What follows belongs to an exercise in optimizing a design on an open flow for small area; a production flow would make more cautious choices.
The RTL was checked by simulation tests, not by an equivalence proof against the original design.
Power is estimated from default activity; no workload was simulated.

JK:
Design register_file, start of the top module:
module register_file
#(
  parameter int unsigned DATA_W   = mips_pkg::DATA_W,
  parameter int unsigned NUM_REGS = 32
) (
  input  logic              clk,
  input  logic              reset,
  input  logic              RegWrite,
  input  logic [mips_pkg::ADDR_W-1:0] Write_Register,
  input  logic [DATA_W-1:0] Write_Data,
  input  logic [mips_pkg::ADDR_W-1:0] Read_Register1,
  input  logic [mips_pkg::ADDR_W-1:0] Read_Register2,
  input  logic              ReadEn,
  output logic [DATA_W-1:0] Read_Data1,
  output logic [DATA_W-1:0] Read_Data2,
  output logic              Read_Valid
);
==> flow/config.mk <==
export PLATFORM = sky130hd
export DESIGN_NAME = register_file
export DESIGN_NICKNAME = register_file
export VERILOG_FILES = /design/flow/design.v
export SDC_FILE = /design/flow/constraint.sdc
export NUM_CORES = 4
export LEC_CHECK = 0
export CAP_MARGIN = 10
export CORE_MARGIN = 2
export CORE_UTILIZATION = 55
export SLEW_MARGIN = 10
export SYNTH_HIERARCHICAL = 1
==> flow/constraint.sdc <==
create_clock -name core_clock -period 5.0 [get_ports {clk}]
set_input_delay 1.0000 -clock core_clock [delete_from_list [all_inputs] [get_ports {clk}]]
set_output_delay 1.0000 -clock core_clock [all_outputs]
set_load 0.01 [all_outputs]
standard.sh (not shown) runs the stock make flow with config.mk's settings and CLKGATE_MAP_FILE= SYNTH_SCRIPT=/design/flow/synth_recipe.tcl, a recipe that flattens the netlist after the stock synthesis.
==> flow/flow/run.sh <==
#!/bin/bash
set -e
export BUFFER_PORTS_ARGS="-buffer_cell sky130_fd_sc_hd__buf_1"
export CTS_ARGS="-sink_clustering_enable -repair_clock_nets -dont_use_dummy_load -buf_list sky130_fd_sc_hd__clkbuf_8 -sink_clustering_size 16 -sink_clustering_max_diameter 50"
bash standard.sh > standard.log 2>&1
Setup changes, JK to MS
==> flow/run.sh (new file) <==
#!/bin/bash
# synth_recipe.tcl (not shown) runs the flow's synth.tcl, then flattens the netlist and writes it again
# the make line also repeats each setting of config.mk as NAME=value (left out here)
make -C /OpenROAD-flow-scripts/flow DESIGN_CONFIG=/design/flow/config.mk WORK_HOME=/design/flow/orfs CLKGATE_MAP_FILE= SYNTH_SCRIPT=/design/flow/synth_recipe.tcl finish
--- a/flow/config.mk
+++ b/flow/config.mk
@@ -8 +8 @@
-export CAP_MARGIN = 10
+export CAP_MARGIN = 0
@@ -11 +11,4 @@
-export SLEW_MARGIN = 10
+export CTS_BUF_LIST = sky130_fd_sc_hd__clkbuf_8
+export CTS_CLUSTER_DIAMETER = 50
+export CTS_CLUSTER_SIZE = 16
+export SLEW_MARGIN = 0
removed: flow/flow/run.sh
removed: flow/standard.sh
### Flow results
MS: wire length is about 2% lower than what JK reported. Destination of the critical timing path = u_rd_port1.rd_data_q[7]: JK; destination of the critical timing path = u_rd_port2.rd_data_q[23]: MS. The cell type of the slowest stage on the worst timing path comes out sky130_fd_sc_hd__clkdlybuf4s50_1 in one run and sky130_fd_sc_hd__and4_2 in the other, namely in MS and JK respectively. As of MS, cell count had risen by a few percent compared to JK. Area growth from synthesis to final layout in MS is 4.1 points higher than in JK. Taking JK as the reference, in MS number of sequential cells in the layout held, count of clock-buffer cells in the layout now larger.
diff inputs: MS => AL
==> flow/flow/run.sh (new file) <==
#!/bin/bash
set -e
export BUFFER_PORTS_ARGS="-buffer_cell sky130_fd_sc_hd__buf_1"
export CTS_ARGS="-sink_clustering_enable -repair_clock_nets -dont_use_dummy_load -buf_list sky130_fd_sc_hd__clkbuf_8 -sink_clustering_size 18 -sink_clustering_max_diameter 60"
bash standard.sh > standard.log 2>&1
==> flow/standard.sh (new file) <==
#!/bin/bash
# synth_recipe.tcl (not shown) runs the flow's synth.tcl, then flattens the netlist and writes it again
# the make line also repeats each setting of config.mk as NAME=value (left out here)
make -C /OpenROAD-flow-scripts/flow DESIGN_CONFIG=/design/flow/config.mk WORK_HOME=/design/flow/orfs CLKGATE_MAP_FILE= SYNTH_SCRIPT=/design/flow/synth_recipe.tcl "${@:-finish}"
--- a/flow/config.mk
+++ b/flow/config.mk
@@ -8 +8 @@
-export CAP_MARGIN = 0
+export CAP_MARGIN = 10
@@ -10,5 +10,2 @@
-export CORE_UTILIZATION = 55
-export CTS_BUF_LIST = sky130_fd_sc_hd__clkbuf_8
-export CTS_CLUSTER_DIAMETER = 50
-export CTS_CLUSTER_SIZE = 16
-export SLEW_MARGIN = 0
+export CORE_UTILIZATION = 60
+export SLEW_MARGIN = 10
removed: flow/run.sh
## What came out
Re clock period minus worst slack: AL and MS aren't equal, and the lower value belongs to AL.
From MS to AL the numbers moved as follows: portion of total power attributed to combinational logic increased by 0.3 points relative to the old numbers; count of inserted tapcells decreased by about 5% relative to the old numbers; relative max-transition margin decreased by 8.3 points relative to the old numbers.
In the reports for AL and MS, the larger final worst clock skew belongs to AL.
diff inputs: AL => TR
--- a/flow/config.mk
+++ b/flow/config.mk
@@ -10 +10 @@
-export CORE_UTILIZATION = 60
+export CORE_UTILIZATION = 50
Results
AL has completed all stages; timing, DRC and antenna checks passed. TR | stages: all done | timing, DRC, antenna: all pass. [TR] clock power rose about 3% relative to AL. From AL to TR the numbers moved as follows: vias after detailed routing has decreased; power now larger. From AL to TR the numbers moved as follows: worst setup slack higher, worst hold margin higher.

## separate check: timing with driven ports
In the flow no input, the clock included, has a driving cell. The finished layouts below were timed again as built, in two steps. Step 1, drivers: a clkbuf_16 drives clk and a buf_2 each remaining input, both assumed. Step 2, shift: input delay + t, output delay - t, t = (earliest + latest rising clock arrival at the registers) / 2. This alone moves slack from input paths to output paths. Slacks: no drivers / after step 1 / after step 2; pairs: no drivers / after step 1.
| run | t (ns) | setup WS [ns] | hold WS [ns] | worst data-port slew with drivers (ns) |
|---|---|---|---|---|
| JK | 0.802 | 1.582 / 1.605 / 0.802 | 0.309 / 0.268 / 0.481 | 0.10 |
| MS | 0.820 | 1.208 / 1.244 / 0.424 | 0.499 / 0.499 / 0.499 | 0.14 |
| AL | 0.772 | 1.269 / 1.302 / 0.531 | 0.247 / 0.201 / 0.487 | 0.08 |
| TR | 0.777 | 1.854 / 1.894 / 1.117 | 0.261 / 0.219 / 0.497 | 0.05 |
After both steps every run listed still meets setup and hold. For MS, which loses most, drivers alone change the setup slack by +0.036 ns; drivers and shift together by -0.784 ns.
